What follows belongs to an exercise in optimizing a design on an open flow for small area, a short achievable clock period and few clock cycles per item; a production flow would make more cautious choices. Where RTL was checked, it was by simulation tests only, not by an equivalence proof against the original. Power figures rest on the tool's default switching activity, not on a simulated workload.

==> inputs of run a <==
==> flow/design.v <==
package me_pkg;
	localparam int NUM_CAND        = 16;
	localparam int BLOCK_PIXELS    = 256;
	localparam int BEATS_PER_BLOCK = BLOCK_PIXELS + NUM_CAND - 1;
	localparam int IN_CREDITS  = 4;
	localparam int OUT_CREDITS = 2;
	localparam int IN_CNT_W  = $clog2(IN_CREDITS + 1);
	localparam int OUT_CNT_W = $clog2(OUT_CREDITS + 1);
	typedef logic [7:0] pixel_t;
	typedef logic [15:0] sad_t;
	typedef logic [3:0] mv_t;
	typedef logic [8:0] beat_t;
endpackage
`timescale 1ns/1ps
module pixel_feeder (
	input  logic           clk,
	input  logic           arst_n,
	input  logic           in_valid,
	input  me_pkg::pixel_t c_pix,
	input  me_pkg::pixel_t p_pix,
	output logic           in_credit,
	input  logic           res_pend,
	output logic           step,
	output me_pkg::pixel_t c,
	output me_pkg::pixel_t p,
	output me_pkg::beat_t  beat
);
	logic [me_pkg::IN_CNT_W-1:0] owed;
	me_pkg::beat_t               gpos;
	logic                        grant;
	always_ff @(posedge clk) begin
		c <= c_pix;
		p <= p_pix;
	end
	always_ff @(posedge clk or negedge arst_n) begin
		if (!arst_n) begin
			step <= 1'b0;
		end else begin
			step <= in_valid;
		end
	end
	always_ff @(posedge clk or negedge arst_n) begin
		if (!arst_n) begin
			beat <= '0;
		end else if (step) begin
			beat <= (beat == me_pkg::beat_t'(me_pkg::BEATS_PER_BLOCK - 1)) ? '0 : beat + 1'b1;
		end
	end
	assign grant = (owed != '0) &&
		!(res_pend && (gpos == me_pkg::beat_t'(me_pkg::BLOCK_PIXELS - 1)));
	always_ff @(posedge clk or negedge arst_n) begin
		if (!arst_n) begin
			owed      <= '0;
			gpos      <= me_pkg::beat_t'(me_pkg::IN_CREDITS);
			in_credit <= 1'b0;
		end else begin
			owed      <= owed + me_pkg::IN_CNT_W'(in_valid) - me_pkg::IN_CNT_W'(grant);
			in_credit <= grant;
			if (grant) begin
				gpos <= (gpos == me_pkg::beat_t'(me_pkg::BEATS_PER_BLOCK - 1)) ? '0 : gpos + 1'b1;
			end
		end
	end
endmodule
`timescale 1ns/1ps
module sad_pe (
	input  logic           clk,
	input  logic           arst_n,
	input  logic           step,
	input  logic           en,
	input  me_pkg::pixel_t c_in,
	input  logic [3:0]     c_nx_hi,
	input  me_pkg::pixel_t p,
	input  logic [3:0]     p_hi_d,
	input  logic           clr,
	output me_pkg::pixel_t c_out,
	output me_pkg::sad_t   sad
);
	always_ff @(posedge clk) begin
		if (step) begin
			c_out <= c_in;
		end
	end
	logic [4:0] ac;
	logic [3:0] xl;
	logic [4:0] gc;
	logic       hp;
	logic       gt;
	assign ac[0] = 1'b0;
	for (genvar i = 0; i < 4; i++) begin : g_a
		assign xl[i]   = c_in[i] ^ ~p[i] ^ ac[i];
		assign ac[i+1] = (c_in[i] & ~p[i]) | (ac[i] & (c_in[i] ^ ~p[i]));
	end
	assign gc[0] = 1'b0;
	for (genvar i = 4; i < 8; i++) begin : g_g
		assign gc[i-3] = (c_in[i] & ~p[i]) | (gc[i-4] & (c_in[i] ^ ~p[i]));
	end
	assign hp = (c_in[7:4] == p[7:4]);
	assign gt = gc[4] | (hp & ac[4]);
	logic [3:0] xl_r;
	logic       k_r;
	logic       gt_r;
	logic       en_r;
	always_ff @(posedge clk) begin
		xl_r <= xl | {4{~en}};
		k_r  <= ac[4];
		gt_r <= gt & en;
	end
	always_ff @(posedge clk or negedge arst_n) begin
		if (!arst_n) begin
			en_r <= 1'b0;
		end else begin
			en_r <= en;
		end
	end
	logic [4:0] bc;
	logic [3:0] xh;
	logic [3:0] dl;
	logic [4:0] lc;
	logic [3:0] s0;
	logic [3:0] dh_r;
	logic       cy4_r;
	assign bc[0] = k_r;
	for (genvar i = 0; i < 4; i++) begin : g_b
		assign xh[i]   = c_nx_hi[i] ^ ~p_hi_d[i] ^ bc[i];
		assign bc[i+1] = (c_nx_hi[i] & ~p_hi_d[i]) | (bc[i] & (c_nx_hi[i] ^ ~p_hi_d[i]));
	end
	assign dl    = xl_r ^ {4{~gt_r}};
	assign lc[0] = gt_r;
	for (genvar i = 0; i < 4; i++) begin : g_s0
		assign s0[i]   = sad[i] ^ dl[i] ^ lc[i];
		assign lc[i+1] = (sad[i] & dl[i]) | (lc[i] & (sad[i] ^ dl[i]));
	end
	always_ff @(posedge clk) begin
		dh_r  <= en_r ? (xh ^ {4{~gt_r}}) : 4'd0;
		cy4_r <= lc[4];
	end
	logic [4:0] mc;
	logic [3:0] s1;
	logic       cy8_r;
	assign mc[0] = cy4_r;
	for (genvar i = 0; i < 4; i++) begin : g_s1
		assign s1[i]   = sad[i+4] ^ dh_r[i] ^ mc[i];
		assign mc[i+1] = (sad[i+4] & dh_r[i]) | (mc[i] & (sad[i+4] ^ dh_r[i]));
	end
	always_ff @(posedge clk) begin
		cy8_r <= mc[4];
	end
	logic [7:0] s2;
	assign s2 = sad[15:8] + {7'd0, cy8_r};
	always_ff @(posedge clk) begin
		sad <= clr ? '0 : {s2, s1, s0};
	end
endmodule
`timescale 1ns/1ps
module best_match (
	input  logic           clk,
	input  logic           arst_n,
	input  logic           fin,
	input  logic [me_pkg::NUM_CAND-1:0][15:0] sads,
	output logic [me_pkg::NUM_CAND-1:0] rd,
	output logic           res_pend,
	output logic           out_valid,
	output me_pkg::mv_t    mv,
	output me_pkg::sad_t   sad,
	input  logic           out_credit
);
	logic [3:0]                   fin_d;
	me_pkg::mv_t                  ridx;
	logic                         cmp;
	me_pkg::sad_t                 cand_r;
	me_pkg::mv_t                  cidx;
	logic [me_pkg::OUT_CNT_W-1:0] credits;
	logic                         send;
	always_ff @(posedge clk or negedge arst_n) begin
		if (!arst_n) begin
			fin_d <= '0;
			ridx  <= '0;
			cmp   <= 1'b0;
		end else begin
			fin_d <= {fin_d[2:0], fin};
			cmp   <= fin_d[3];
			if (fin_d[3]) begin
				ridx <= ridx + 1'b1;
			end
		end
	end
	for (genvar d = 0; d < me_pkg::NUM_CAND; d++) begin : g_rd
		assign rd[d] = fin_d[3] && (ridx == me_pkg::mv_t'(d));
	end
	always_ff @(posedge clk) begin
		cand_r <= sads[ridx];
	end
	assign cidx = ridx - 1'b1;
	assign send = res_pend && (credits != '0);
	always_ff @(posedge clk) begin
		if (cmp && ((cidx == '0) || (cand_r < sad))) begin
			sad <= cand_r;
			mv  <= cidx;
		end
	end
	always_ff @(posedge clk or negedge arst_n) begin
		if (!arst_n) begin
			res_pend  <= 1'b0;
			out_valid <= 1'b0;
			credits   <= me_pkg::OUT_CNT_W'(me_pkg::OUT_CREDITS);
		end else begin
			if (cmp && (cidx == me_pkg::mv_t'(me_pkg::NUM_CAND - 1))) begin
				res_pend <= 1'b1;
			end else if (send) begin
				res_pend <= 1'b0;
			end
			out_valid <= send;
			credits   <= credits + me_pkg::OUT_CNT_W'(out_credit) - me_pkg::OUT_CNT_W'(send);
		end
	end
endmodule
`timescale 1ns/1ps
module mv_search_top (
	input  logic           clk,
	input  logic           arst_n,
	input  logic           in_valid,
	input  me_pkg::pixel_t c_pix,
	input  me_pkg::pixel_t p_pix,
	output logic           in_credit,
	output logic           out_valid,
	output me_pkg::mv_t    mv,
	output me_pkg::sad_t   sad,
	input  logic           out_credit
);
	logic           step;
	me_pkg::pixel_t p;
	logic [3:0]     p_hi_d;
	me_pkg::beat_t  beat;
	logic           res_pend;
	logic           fin;
	logic [1:0]     rst_q;
	logic           clr_all;
	me_pkg::pixel_t                    c_chain [me_pkg::NUM_CAND+1];
	logic [me_pkg::NUM_CAND-1:0][15:0] sads;
	logic [me_pkg::NUM_CAND-1:0]       en;
	logic [me_pkg::NUM_CAND-1:0]       rd;
	pixel_feeder u_feeder (
		.clk       (clk),
		.arst_n    (arst_n),
		.in_valid  (in_valid),
		.c_pix     (c_pix),
		.p_pix     (p_pix),
		.in_credit (in_credit),
		.res_pend  (res_pend),
		.step      (step),
		.c         (c_chain[0]),
		.p         (p),
		.beat      (beat)
	);
	always_ff @(posedge clk) begin
		p_hi_d <= p[7:4];
	end
	always_ff @(posedge clk or negedge arst_n) begin
		if (!arst_n) begin
			rst_q <= 2'b11;
		end else begin
			rst_q <= {rst_q[0], 1'b0};
		end
	end
	assign clr_all = rst_q[1];
	for (genvar d = 0; d < me_pkg::NUM_CAND; d++) begin : g_en
		assign en[d] = step && (beat >= me_pkg::beat_t'(d)) &&
			(beat <= me_pkg::beat_t'(me_pkg::BLOCK_PIXELS - 1 + d));
	end
	assign fin = step && (beat >= me_pkg::beat_t'(me_pkg::BLOCK_PIXELS - 1));
	for (genvar d = 0; d < me_pkg::NUM_CAND; d++) begin : g_pe
		sad_pe u_pe (
			.clk     (clk),
			.arst_n  (arst_n),
			.step    (step),
			.en      (en[d]),
			.c_in    (c_chain[d]),
			.c_nx_hi (c_chain[d+1][7:4]),
			.p       (p),
			.p_hi_d  (p_hi_d),
			.clr     (clr_all || rd[d]),
			.c_out   (c_chain[d+1]),
			.sad     (sads[d])
		);
	end
	best_match u_drain (
		.clk        (clk),
		.arst_n     (arst_n),
		.fin        (fin),
		.sads       (sads),
		.rd         (rd),
		.res_pend   (res_pend),
		.out_valid  (out_valid),
		.mv         (mv),
		.sad        (sad),
		.out_credit (out_credit)
	);
endmodule
==> flow/run.sh <==
#!/bin/bash
# synth_recipe.tcl (not shown) runs the flow's synth.tcl, then flattens the netlist and writes it again
# the make line also repeats each setting of config.mk as NAME=value (left out here)
make -C /OpenROAD-flow-scripts/flow DESIGN_CONFIG=/design/flow/config.mk WORK_HOME=/design/flow/orfs CLKGATE_MAP_FILE= SYNTH_SCRIPT=/design/flow/synth_recipe.tcl finish
==> flow/config.mk <==
export PLATFORM = sky130hd
export DESIGN_NAME = mv_search_top
export DESIGN_NICKNAME = mv_search_top
export VERILOG_FILES = /design/flow/design.v
export SDC_FILE = /design/flow/constraint.sdc
export NUM_CORES = 4
export LEC_CHECK = 0
export CAP_MARGIN = 20
export CORE_MARGIN = 2
export CORE_UTILIZATION = 40
export SLEW_MARGIN = 20
==> flow/constraint.sdc <==
create_clock -name core_clock -period 5.5 [get_ports {clk}]
set_input_delay 1.1000 -clock core_clock [delete_from_list [all_inputs] [get_ports {clk}]]
set_output_delay 1.1000 -clock core_clock [all_outputs]
set_load 0.01 [all_outputs]
==> inputs of run b, as changes to run a <==
==> flow/design.v, changed modules only <==
module pixel_feeder (
	input  logic           clk,
	input  logic           arst_n,
	input  logic           in_valid,
	input  me_pkg::pixel_t c_pix,
	input  me_pkg::pixel_t p_pix,
	output logic           in_credit,
	input  logic           res_pend,
	output logic           step,
	output me_pkg::pixel_t c,
	output me_pkg::pixel_t pn,
	output me_pkg::beat_t  beat
);
	logic [me_pkg::IN_CREDITS-1:0] owed;
	logic                          grant;
	always_ff @(posedge clk) begin
		c <= c_pix;
		pn <= ~p_pix;
	end
	always_ff @(posedge clk or negedge arst_n) begin
		if (!arst_n) begin
			step <= 1'b0;
		end else begin
			step <= in_valid;
		end
	end
	always_ff @(posedge clk or negedge arst_n) begin
		if (!arst_n) begin
			beat <= '0;
		end else if (step) begin
			beat <= (beat == me_pkg::beat_t'(me_pkg::BEATS_PER_BLOCK - 1)) ? '0 : beat + 1'b1;
		end
	end
	assign grant = owed[0] && !(res_pend &&
		(beat >= me_pkg::beat_t'(me_pkg::BLOCK_PIXELS - 7)) &&
		(beat <= me_pkg::beat_t'(me_pkg::BLOCK_PIXELS - 1)));
	always_ff @(posedge clk or negedge arst_n) begin
		if (!arst_n) begin
			owed      <= '0;
			in_credit <= 1'b0;
		end else begin
			if (in_valid && !grant) begin
				owed <= {owed[me_pkg::IN_CREDITS-2:0], 1'b1};
			end else if (!in_valid && grant) begin
				owed <= {1'b0, owed[me_pkg::IN_CREDITS-1:1]};
			end
			in_credit <= grant;
		end
	end
endmodule
module me_fa (
	input  logic a,
	input  logic b,
	input  logic c,
	output logic s,
	output logic co
);
	assign s  = a ^ b ^ c;
	assign co = (a & b) | (c & (a ^ b));
endmodule
module me_ha (
	input  logic a,
	input  logic b,
	output logic s,
	output logic co
);
	assign s  = a ^ b;
	assign co = a & b;
endmodule
module me_maj (
	input  logic a,
	input  logic b,
	input  logic c,
	output logic co
);
	assign co = (a & b) | (a & c) | (b & c);
endmodule
module sad_pe (
	input  logic           clk,
	input  logic           arst_n,
	input  logic           step,
	input  logic           en,
	input  me_pkg::pixel_t c_in,
	input  logic [3:0]     c_nx_hi,
	input  me_pkg::pixel_t pn,
	input  logic [3:0]     pn_hi_d,
	input  logic           clr,
	output me_pkg::pixel_t c_out,
	output me_pkg::sad_t   sad
);
	always_ff @(posedge clk) begin
		if (step) begin
			c_out <= c_in;
		end
	end
	logic [4:0] ac;
	logic [3:0] xl;
	logic [4:0] gc;
	logic       hp;
	logic       gt;
	assign ac[0] = 1'b0;
	me_ha u_a0 (.a(c_in[0]), .b(pn[0]), .s(xl[0]), .co(ac[1]));
	for (genvar i = 1; i < 4; i++) begin : g_a
		me_fa u_a (.a(c_in[i]), .b(pn[i]), .c(ac[i]), .s(xl[i]), .co(ac[i+1]));
	end
	assign gc[0] = 1'b0;
	assign gc[1] = c_in[4] & pn[4];
	for (genvar i = 5; i < 8; i++) begin : g_g
		me_maj u_g (.a(c_in[i]), .b(pn[i]), .c(gc[i-4]), .co(gc[i-3]));
	end
	assign hp = ((c_in[7:4] ^ pn[7:4]) == 4'hf);
	assign gt = gc[4] | (hp & ac[4]);
	logic [3:0] xl_r;
	logic       k_r;
	logic       gt_r;
	logic       en_r;
	always_ff @(posedge clk) begin
		xl_r <= xl | {4{~en}};
		k_r  <= ac[4];
		gt_r <= gt & en;
	end
	always_ff @(posedge clk or negedge arst_n) begin
		if (!arst_n) begin
			en_r <= 1'b0;
		end else begin
			en_r <= en;
		end
	end
	logic [4:0] bc;
	logic [3:0] xh;
	logic [3:0] dl;
	logic [4:0] lc;
	logic [3:0] s0;
	logic [3:0] dh_r;
	logic       cy4_r;
	assign bc[0] = k_r;
	for (genvar i = 0; i < 4; i++) begin : g_b
		me_fa u_b (.a(c_nx_hi[i]), .b(pn_hi_d[i]), .c(bc[i]), .s(xh[i]), .co(bc[i+1]));
	end
	assign dl    = xl_r ^ {4{~gt_r}};
	assign lc[0] = gt_r;
	for (genvar i = 0; i < 4; i++) begin : g_s0
		me_fa u_s0 (.a(sad[i]), .b(dl[i]), .c(lc[i]), .s(s0[i]), .co(lc[i+1]));
	end
	always_ff @(posedge clk) begin
		dh_r  <= en_r ? (xh ^ {4{~gt_r}}) : 4'd0;
		cy4_r <= lc[4];
	end
	logic [4:0] mc;
	logic [3:0] s1;
	logic       cy8_r;
	assign mc[0] = cy4_r;
	for (genvar i = 0; i < 4; i++) begin : g_s1
		me_fa u_s1 (.a(sad[i+4]), .b(dh_r[i]), .c(mc[i]), .s(s1[i]), .co(mc[i+1]));
	end
	always_ff @(posedge clk) begin
		cy8_r <= mc[4];
	end
	logic [8:0] uc;
	logic [7:0] s2;
	assign uc[0] = cy8_r;
	for (genvar i = 0; i < 8; i++) begin : g_s2
		me_ha u_s2 (.a(sad[i+8]), .b(uc[i]), .s(s2[i]), .co(uc[i+1]));
	end
	always_ff @(posedge clk) begin
		sad <= clr ? '0 : {s2, s1, s0};
	end
endmodule
module mv_search_top (
	input  logic           clk,
	input  logic           arst_n,
	input  logic           in_valid,
	input  me_pkg::pixel_t c_pix,
	input  me_pkg::pixel_t p_pix,
	output logic           in_credit,
	output logic           out_valid,
	output me_pkg::mv_t    mv,
	output me_pkg::sad_t   sad,
	input  logic           out_credit
);
	logic           step;
	me_pkg::pixel_t pn;
	logic [3:0]     pn_hi_d;
	me_pkg::beat_t  beat;
	logic           res_pend;
	logic           fin;
	logic [1:0]     rst_q;
	logic           clr_all;
	me_pkg::pixel_t                    c_chain [me_pkg::NUM_CAND+1];
	logic [me_pkg::NUM_CAND-1:0][15:0] sads;
	logic [me_pkg::NUM_CAND-1:0]       en;
	logic [me_pkg::NUM_CAND-1:0]       rd;
	pixel_feeder u_feeder (
		.clk       (clk),
		.arst_n    (arst_n),
		.in_valid  (in_valid),
		.c_pix     (c_pix),
		.p_pix     (p_pix),
		.in_credit (in_credit),
		.res_pend  (res_pend),
		.step      (step),
		.c         (c_chain[0]),
		.pn        (pn),
		.beat      (beat)
	);
	always_ff @(posedge clk) begin
		pn_hi_d <= pn[7:4];
	end
	always_ff @(posedge clk or negedge arst_n) begin
		if (!arst_n) begin
			rst_q <= 2'b11;
		end else begin
			rst_q <= {rst_q[0], 1'b0};
		end
	end
	assign clr_all = rst_q[1];
	for (genvar d = 0; d < me_pkg::NUM_CAND; d++) begin : g_en
		assign en[d] = step && (beat >= me_pkg::beat_t'(d)) &&
			(beat <= me_pkg::beat_t'(me_pkg::BLOCK_PIXELS - 1 + d));
	end
	assign fin = step && (beat >= me_pkg::beat_t'(me_pkg::BLOCK_PIXELS - 1));
	for (genvar d = 0; d < me_pkg::NUM_CAND; d++) begin : g_pe
		sad_pe u_pe (
			.clk     (clk),
			.arst_n  (arst_n),
			.step    (step),
			.en      (en[d]),
			.c_in    (c_chain[d]),
			.c_nx_hi (c_chain[d+1][7:4]),
			.pn      (pn),
			.pn_hi_d (pn_hi_d),
			.clr     (clr_all || rd[d]),
			.c_out   (c_chain[d+1]),
			.sad     (sads[d])
		);
	end
	best_match u_drain (
		.clk        (clk),
		.arst_n     (arst_n),
		.fin        (fin),
		.sads       (sads),
		.rd         (rd),
		.res_pend   (res_pend),
		.out_valid  (out_valid),
		.mv         (mv),
		.sad        (sad),
		.out_credit (out_credit)
	);
endmodule
CTS_CLUSTER_DIAMETER = 100   (was not set)
CTS_CLUSTER_SIZE = 24   (was not set)
SETUP_SLACK_MARGIN = 3.2   (was not set)
SYNTH_HIERARCHICAL = 1   (was not set)
SYNTH_MINIMUM_KEEP_SIZE = 0   (was not set)
==> inputs of run c, as changes to run a <==
==> flow/design.v, changed modules only <==
module pixel_feeder (
	input  logic           clk,
	input  logic           arst_n,
	input  logic           in_valid,
	input  me_pkg::pixel_t c_pix,
	input  me_pkg::pixel_t p_pix,
	output logic           in_credit,
	input  logic           res_pend,
	output logic           step,
	output me_pkg::pixel_t c,
	output me_pkg::pixel_t pn,
	output me_pkg::beat_t  beat
);
	logic [me_pkg::IN_CREDITS-1:0] owed;
	logic                          grant;
	always_ff @(posedge clk) begin
		c <= c_pix;
		pn <= ~p_pix;
	end
	always_ff @(posedge clk or negedge arst_n) begin
		if (!arst_n) begin
			step <= 1'b0;
		end else begin
			step <= in_valid;
		end
	end
	always_ff @(posedge clk or negedge arst_n) begin
		if (!arst_n) begin
			beat <= '0;
		end else if (step) begin
			beat <= (beat == me_pkg::beat_t'(me_pkg::BEATS_PER_BLOCK - 1)) ? '0 : beat + 1'b1;
		end
	end
	assign grant = owed[0] && !(res_pend &&
		(beat >= me_pkg::beat_t'(me_pkg::BLOCK_PIXELS - 7)) &&
		(beat <= me_pkg::beat_t'(me_pkg::BLOCK_PIXELS - 1)));
	always_ff @(posedge clk or negedge arst_n) begin
		if (!arst_n) begin
			owed      <= '0;
			in_credit <= 1'b0;
		end else begin
			if (in_valid && !grant) begin
				owed <= {owed[me_pkg::IN_CREDITS-2:0], 1'b1};
			end else if (!in_valid && grant) begin
				owed <= {1'b0, owed[me_pkg::IN_CREDITS-1:1]};
			end
			in_credit <= grant;
		end
	end
endmodule
module sad_pe (
	input  logic           clk,
	input  logic           arst_n,
	input  logic           step,
	input  logic           en,
	input  me_pkg::pixel_t c_in,
	input  logic [3:0]     c_nx_hi,
	input  me_pkg::pixel_t pn,
	input  logic [3:0]     pn_hi_d,
	input  logic           clr,
	output me_pkg::pixel_t c_out,
	output me_pkg::sad_t   sad
);
	always_ff @(posedge clk) begin
		if (step) begin
			c_out <= c_in;
		end
	end
	logic [4:0] ac;
	logic [3:0] xl;
	logic [4:0] gc;
	logic       hp;
	logic       gt;
	assign ac[0] = 1'b0;
	for (genvar i = 0; i < 4; i++) begin : g_a
		assign xl[i]   = c_in[i] ^ pn[i] ^ ac[i];
		assign ac[i+1] = (c_in[i] & pn[i]) | (ac[i] & (c_in[i] ^ pn[i]));
	end
	assign gc[0] = 1'b0;
	for (genvar i = 4; i < 8; i++) begin : g_g
		assign gc[i-3] = (c_in[i] & pn[i]) | (gc[i-4] & (c_in[i] ^ pn[i]));
	end
	assign hp = ((c_in[7:4] ^ pn[7:4]) == 4'hf);
	assign gt = gc[4] | (hp & ac[4]);
	logic [3:0] xl_r;
	logic       k_r;
	logic       gt_r;
	logic       en_r;
	always_ff @(posedge clk) begin
		xl_r <= xl | {4{~en}};
		k_r  <= ac[4];
		gt_r <= gt & en;
	end
	always_ff @(posedge clk or negedge arst_n) begin
		if (!arst_n) begin
			en_r <= 1'b0;
		end else begin
			en_r <= en;
		end
	end
	logic [4:0] bc;
	logic [3:0] xh;
	logic [3:0] dl;
	logic [4:0] lc;
	logic [3:0] s0;
	logic [3:0] dh_r;
	logic       cy4_r;
	assign bc[0] = k_r;
	for (genvar i = 0; i < 4; i++) begin : g_b
		assign xh[i]   = c_nx_hi[i] ^ pn_hi_d[i] ^ bc[i];
		assign bc[i+1] = (c_nx_hi[i] & pn_hi_d[i]) | (bc[i] & (c_nx_hi[i] ^ pn_hi_d[i]));
	end
	assign dl    = xl_r ^ {4{~gt_r}};
	assign lc[0] = gt_r;
	for (genvar i = 0; i < 4; i++) begin : g_s0
		assign s0[i]   = sad[i] ^ dl[i] ^ lc[i];
		assign lc[i+1] = (sad[i] & dl[i]) | (lc[i] & (sad[i] ^ dl[i]));
	end
	always_ff @(posedge clk) begin
		dh_r  <= en_r ? (xh ^ {4{~gt_r}}) : 4'd0;
		cy4_r <= lc[4];
	end
	logic [4:0] mc;
	logic [3:0] s1;
	logic       cy8_r;
	assign mc[0] = cy4_r;
	for (genvar i = 0; i < 4; i++) begin : g_s1
		assign s1[i]   = sad[i+4] ^ dh_r[i] ^ mc[i];
		assign mc[i+1] = (sad[i+4] & dh_r[i]) | (mc[i] & (sad[i+4] ^ dh_r[i]));
	end
	always_ff @(posedge clk) begin
		cy8_r <= mc[4];
	end
	logic [7:0] s2;
	assign s2 = sad[15:8] + {7'd0, cy8_r};
	always_ff @(posedge clk) begin
		sad <= clr ? '0 : {s2, s1, s0};
	end
endmodule
module mv_search_top (
	input  logic           clk,
	input  logic           arst_n,
	input  logic           in_valid,
	input  me_pkg::pixel_t c_pix,
	input  me_pkg::pixel_t p_pix,
	output logic           in_credit,
	output logic           out_valid,
	output me_pkg::mv_t    mv,
	output me_pkg::sad_t   sad,
	input  logic           out_credit
);
	logic           step;
	me_pkg::pixel_t pn;
	logic [3:0]     pn_hi_d;
	me_pkg::beat_t  beat;
	logic           res_pend;
	logic           fin;
	logic [1:0]     rst_q;
	logic           clr_all;
	me_pkg::pixel_t                    c_chain [me_pkg::NUM_CAND+1];
	logic [me_pkg::NUM_CAND-1:0][15:0] sads;
	logic [me_pkg::NUM_CAND-1:0]       en;
	logic [me_pkg::NUM_CAND-1:0]       rd;
	pixel_feeder u_feeder (
		.clk       (clk),
		.arst_n    (arst_n),
		.in_valid  (in_valid),
		.c_pix     (c_pix),
		.p_pix     (p_pix),
		.in_credit (in_credit),
		.res_pend  (res_pend),
		.step      (step),
		.c         (c_chain[0]),
		.pn        (pn),
		.beat      (beat)
	);
	always_ff @(posedge clk) begin
		pn_hi_d <= pn[7:4];
	end
	always_ff @(posedge clk or negedge arst_n) begin
		if (!arst_n) begin
			rst_q <= 2'b11;
		end else begin
			rst_q <= {rst_q[0], 1'b0};
		end
	end
	assign clr_all = rst_q[1];
	for (genvar d = 0; d < me_pkg::NUM_CAND; d++) begin : g_en
		assign en[d] = step && (beat >= me_pkg::beat_t'(d)) &&
			(beat <= me_pkg::beat_t'(me_pkg::BLOCK_PIXELS - 1 + d));
	end
	assign fin = step && (beat >= me_pkg::beat_t'(me_pkg::BLOCK_PIXELS - 1));
	for (genvar d = 0; d < me_pkg::NUM_CAND; d++) begin : g_pe
		sad_pe u_pe (
			.clk     (clk),
			.arst_n  (arst_n),
			.step    (step),
			.en      (en[d]),
			.c_in    (c_chain[d]),
			.c_nx_hi (c_chain[d+1][7:4]),
			.pn      (pn),
			.pn_hi_d (pn_hi_d),
			.clr     (clr_all || rd[d]),
			.c_out   (c_chain[d+1]),
			.sad     (sads[d])
		);
	end
	best_match u_drain (
		.clk        (clk),
		.arst_n     (arst_n),
		.fin        (fin),
		.sads       (sads),
		.rd         (rd),
		.res_pend   (res_pend),
		.out_valid  (out_valid),
		.mv         (mv),
		.sad        (sad),
		.out_credit (out_credit)
	);
endmodule
CTS_CLUSTER_DIAMETER = 100   (was not set)
CTS_CLUSTER_SIZE = 24   (was not set)
SETUP_SLACK_MARGIN = 3.4   (was not set)
==> qor summary <==
                                                                                      run a                     run c       run b
Result of the run                                                  timing/DRC/antenna clean  timing/DRC/antenna clean  timing/DRC/antenna clean
Critical path arrival                                                               3.75 ns                   2.79 ns     2.99 ns
Maximum number of pins on one net before global-route repair                             70                        77          77
Count leader, synth                                                sky130_fd_sc_hd__dfxtp_1  sky130_fd_sc_hd__dfxtp_1           -
P_int                                                                               10.9 mW                   8.95 mW     9.11 mW
Sequential-to-total area share from yosys stat                                        48.7%                     48.6%           -
Total setup buffers inserted after CTS                                                    0                        46          54
Drt via density                                                                        4.80                      4.86        4.78
Sequential cell area share                                                            43.4%                     42.5%       44.1%
Number of antenna violations at the first check in global routing                         2                         1           1
Crit. Startpoint                                                              u_feeder.p[1]            u_feeder.pn[0]  pn_hi_d[0]
Worst Min Path Start                                                       u_drain.fin_d[2]          u_drain.fin_d[2]    rst_q[0]
Std-Cell Core Area                                                                78500 µm²                 77300 µm²   76100 µm²
Post-synthesis register bit count                                                       682                       674           -
PnR Total Power                                                                     16.2 mW                   13.1 mW     13.2 mW
Clock insertion delay at the later pin of the skew report                           0.61 ns                   0.59 ns     0.59 ns
Testbench counts of run a, summed over its fixed seeds: cycles 52,096, items 192.
Testbench counts of run c, summed over its fixed seeds: cycles 52,096, items 192.
Function not checked in run b: the RTL went through the layout flow alone.

[port drivers added, routing unchanged]
The results above use ideal ports. As a check the final layouts listed here were re-extracted and re-timed, cells and wires unchanged.
Step 1 assumes that a clkbuf_16 drives the clock port and a buf_2 every other input.
Step 2 also shifts input and output timing later by t, the mid clock arrival at the registers, as if the neighbouring blocks saw the same clock.
a / b / c = ideal ports / drivers / drivers and shift; a / b = the first two.
run	t (ns)	slack for setup (ns)	cell pins on the clock port's net
run a	0.664	2.243 / 2.243 / 2.243	1
run b	0.639	2.987 / 2.987 / 2.987	1
run c	0.637	3.180 / 3.141 / 3.180	1
After both steps setup and hold are still met in every run listed.
